From an optimization exercise on the open Yosys and OpenROAD flow, aimed at small area, a short achievable clock period and few clock cycles per item; shortcuts taken in it are not production practice.
Function was checked by simulation only, so behaviour that the tests miss may differ from the original.
Power and IR drop assume default switching activity.

## job 101
Design compact_number_encoder, start of the top module:
module compact_number_encoder (
    input  logic                i_clk,
    input  logic                i_rst_n,
    input  logic                start,
    output logic                busy,
    input  logic                i_func,
    input  logic signed [31:0]  i_int_value,
    input  logic [63:0]         i_real_bits,
    input  logic                i_is_double,
    output logic                o_strobe,
    output logic [7:0]          o_out_byte,
    output logic                o_last_byte,
    input  logic                psel,
    input  logic                penable,
    input  logic                pwrite,
    input  logic [4:0]          paddr,
    input  logic [31:0]         pwdata,
    output logic [31:0]         prdata,
    output logic                pready
);
==> flow/config.mk <==
export PLATFORM = sky130hd
export DESIGN_NAME = compact_number_encoder
export DESIGN_NICKNAME = compact_number_encoder
export VERILOG_FILES = /design/flow/design.v
export SDC_FILE = /design/flow/constraint.sdc
export NUM_CORES = 4
export LEC_CHECK = 0
export CAP_MARGIN = 20
export CORE_MARGIN = 2
export CORE_UTILIZATION = 40
export SLEW_MARGIN = 20
==> flow/constraint.sdc <==
create_clock -name core_clock -period 9.0 [get_ports {i_clk}]
set_input_delay 1.8000 -clock core_clock [delete_from_list [all_inputs] [get_ports {i_clk}]]
set_output_delay 1.8000 -clock core_clock [all_outputs]
set_load 0.01 [all_outputs]
standard.sh (not shown) runs the stock make flow with config.mk's settings and CLKGATE_MAP_FILE= SYNTH_SCRIPT=/design/flow/synth_recipe.tcl, a recipe that flattens the netlist after the stock synthesis.
==> flow/flow/run.sh <==
#!/bin/bash
# Standard ORFS layout with two changes: the port buffers are buf_2 cells
# instead of the default delay-buffer cells (every port still gets its own
# buffer), and timing repair aims for 6 ns of setup slack.
set -euo pipefail
export BUFFER_PORTS_ARGS="-buffer_cell sky130_fd_sc_hd__buf_2"
bash standard.sh SETUP_SLACK_MARGIN=6 synth > synth.log 2>&1
bash standard.sh SETUP_SLACK_MARGIN=6 finish > finish.log 2>&1
Testbench counts of job 101, summed over its fixed seeds: cycles 14,733, items 3,200.
What job 102 does differently from job 101 at the input level:
- setting TNS_END_PERCENT to 5 for the first time
### Flow results
- Re worst setup slack: job 101 was lower than job 102.
- Diff job 102..job 101 | initial cell density of the core | negligible
- Diff job 101 -> job 102: number of buffers and inverters on the critical path went down, sum of routed wire segments on met1 went down, share of the core filled with cells in the final layout went down, detailed-routed wire length on met3 went up.
- Compared with job 101, job 102 shows a lower worst setup timing slack at the placement stage.
- The internal power reported for job 102 is smaller than that of job 101 by about 7%.
diff inputs: job 102 => job 103
- a deleted TNS_END_PERCENT that had been 5
--- a/flow/flow/run.sh
+++ b/flow/flow/run.sh
@@ -4 +4 @@
-# buffer), and timing repair aims for 6 ns of setup slack.
+# buffer), and timing repair aims for 6.5 ns of setup slack.
@@ -7,2 +7,2 @@
-bash standard.sh SETUP_SLACK_MARGIN=6 synth > synth.log 2>&1
-bash standard.sh SETUP_SLACK_MARGIN=6 finish > finish.log 2>&1
+bash standard.sh SETUP_SLACK_MARGIN=6.5 synth > synth.log 2>&1
+bash standard.sh SETUP_SLACK_MARGIN=6.5 finish > finish.log 2>&1
- Against job 102, job 103 comes in 9.2 points higher on combinational share of power.
- Part of the cycle the worst path needs: job 103 > job 102
- For post-CTS setup buffer count, dividing the value from job 103 by the value from job 102 gives 4.4.
- Job 103 reached the final stage; the timing, design-rule and antenna checks on its layout passed.
- Job 103 vs job 102 — cell area climbed by more than a quarter
- Taking job 102 as 1.0, job 103 lands at 1.17 on routed wire length on met3.
- Job 102 → job 103: synthesized area divided by synthesized cell count was more or less identical; first-iteration DRC count increased 832; register-to-register slack decreased by 0.05 ns relative to the old numbers; via count of the first global-routing pass picked up an extra about 10%.
- Job 103 ended up with a higher first-pass GRT wire length than job 102 did.
What job 104 does differently from job 103 at the input level:
--- a/flow/flow/run.sh
+++ b/flow/flow/run.sh
@@ -4 +4 @@
-# buffer), and timing repair aims for 6.5 ns of setup slack.
+# buffer), and timing repair aims for 5.6 ns of setup slack.
@@ -7,2 +7,2 @@
-bash standard.sh SETUP_SLACK_MARGIN=6.5 synth > synth.log 2>&1
-bash standard.sh SETUP_SLACK_MARGIN=6.5 finish > finish.log 2>&1
+bash standard.sh SETUP_SLACK_MARGIN=5.6 synth > synth.log 2>&1
+bash standard.sh SETUP_SLACK_MARGIN=5.6 finish > finish.log 2>&1
==> comparison <==
- Looking at fraction of power consumed by combinational cells across job 103 and job 104, the one that comes out lower is job 104.
- Against job 103, routed wire length in job 104 came out better.
- Job 104 ended up with u_front.r_sts as its critical path capture point; job 103 ended up with u_back.r_sh[5].
- Highest attainable clock frequency, job 103 and job 104: higher on job 103
- [compare] base=job 103 new=job 104: maximum vdd ir drop up about 90%, worst-case setup margin in the final layout down 0.22 ns, power down 22%.
Input changes introduced in job 105 (baseline for comparison: job 104):
- TNS_END_PERCENT: unset -> 5
==> flow/flow/run.sh <==
#!/bin/bash
# Standard ORFS layout with two changes: the port buffers are buf_1 cells
# instead of the default delay-buffer cells (every port still gets its own
# buffer), and timing repair aims for 6 ns of setup slack.
set -euo pipefail
export BUFFER_PORTS_ARGS="-buffer_cell sky130_fd_sc_hd__buf_1"
bash standard.sh SETUP_SLACK_MARGIN=6 synth > synth.log 2>&1
bash standard.sh SETUP_SLACK_MARGIN=6 finish > finish.log 2>&1
## What came out
Against job 104 as the reference, job 105 delivers a higher total wirelength of the detailed-routed design.
Lower fraction of area in registers among job 105 and job 104: job 105
Comparing job 105 and job 104, the lower relative area change from synthesis to final layout was measured on job 104.
Status: number of multi-input combinational cells parity (job 104, job 105)
[compare] base=job 104 new=job 105: fraction of power consumed by the clock network fell by 0.9 points; clock buffer count fell by 1.

==> re-timing with driven ports <==
The results above use ideal ports. As a check the final layouts listed here were re-extracted and re-timed, cells and wires unchanged. Step 1 (the two cells are an assumption about what drives the block):
set clk [get_ports {i_clk}]
set_driving_cell -lib_cell sky130_fd_sc_hd__clkbuf_16 $clk
set_driving_cell -lib_cell sky130_fd_sc_hd__buf_2 [delete_from_list [all_inputs] $clk]
Step 2 moves the port delays by t, midway between the first and last clock arrival at a register: inputs arrive t later, outputs are due t later. That takes back most of the time a late clock gives input paths. Slacks: ideal / step 1 / step 2; pairs: ideal / step 1.
run | t, ns | slack for setup (ns) | worst register clock-pin slew, ns | worst data-port slew with drivers (ns) | pins driven straight from the clock port
job 101 | 0.508 | 5.691 / 5.664 / 5.155 | 0.07 / 0.07 | 0.17 | 1
job 102 | 0.487 | 5.724 / 5.640 / 5.152 | 0.08 / 0.08 | 0.16 | 1
job 103 | 0.508 | 5.695 / 5.692 / 5.184 | 0.08 / 0.08 | 0.17 | 1
job 104 | 0.486 | 5.477 / 5.414 / 4.927 | 0.08 / 0.08 | 0.16 | 1
job 105 | 0.487 | 5.609 / 5.611 / 5.123 | 0.08 / 0.08 | 0.05 | 1
After both steps setup and hold are still met in every run listed. For job 102, which loses most, drivers alone change the setup slack by -0.084 ns; drivers and shift together by -0.572 ns.
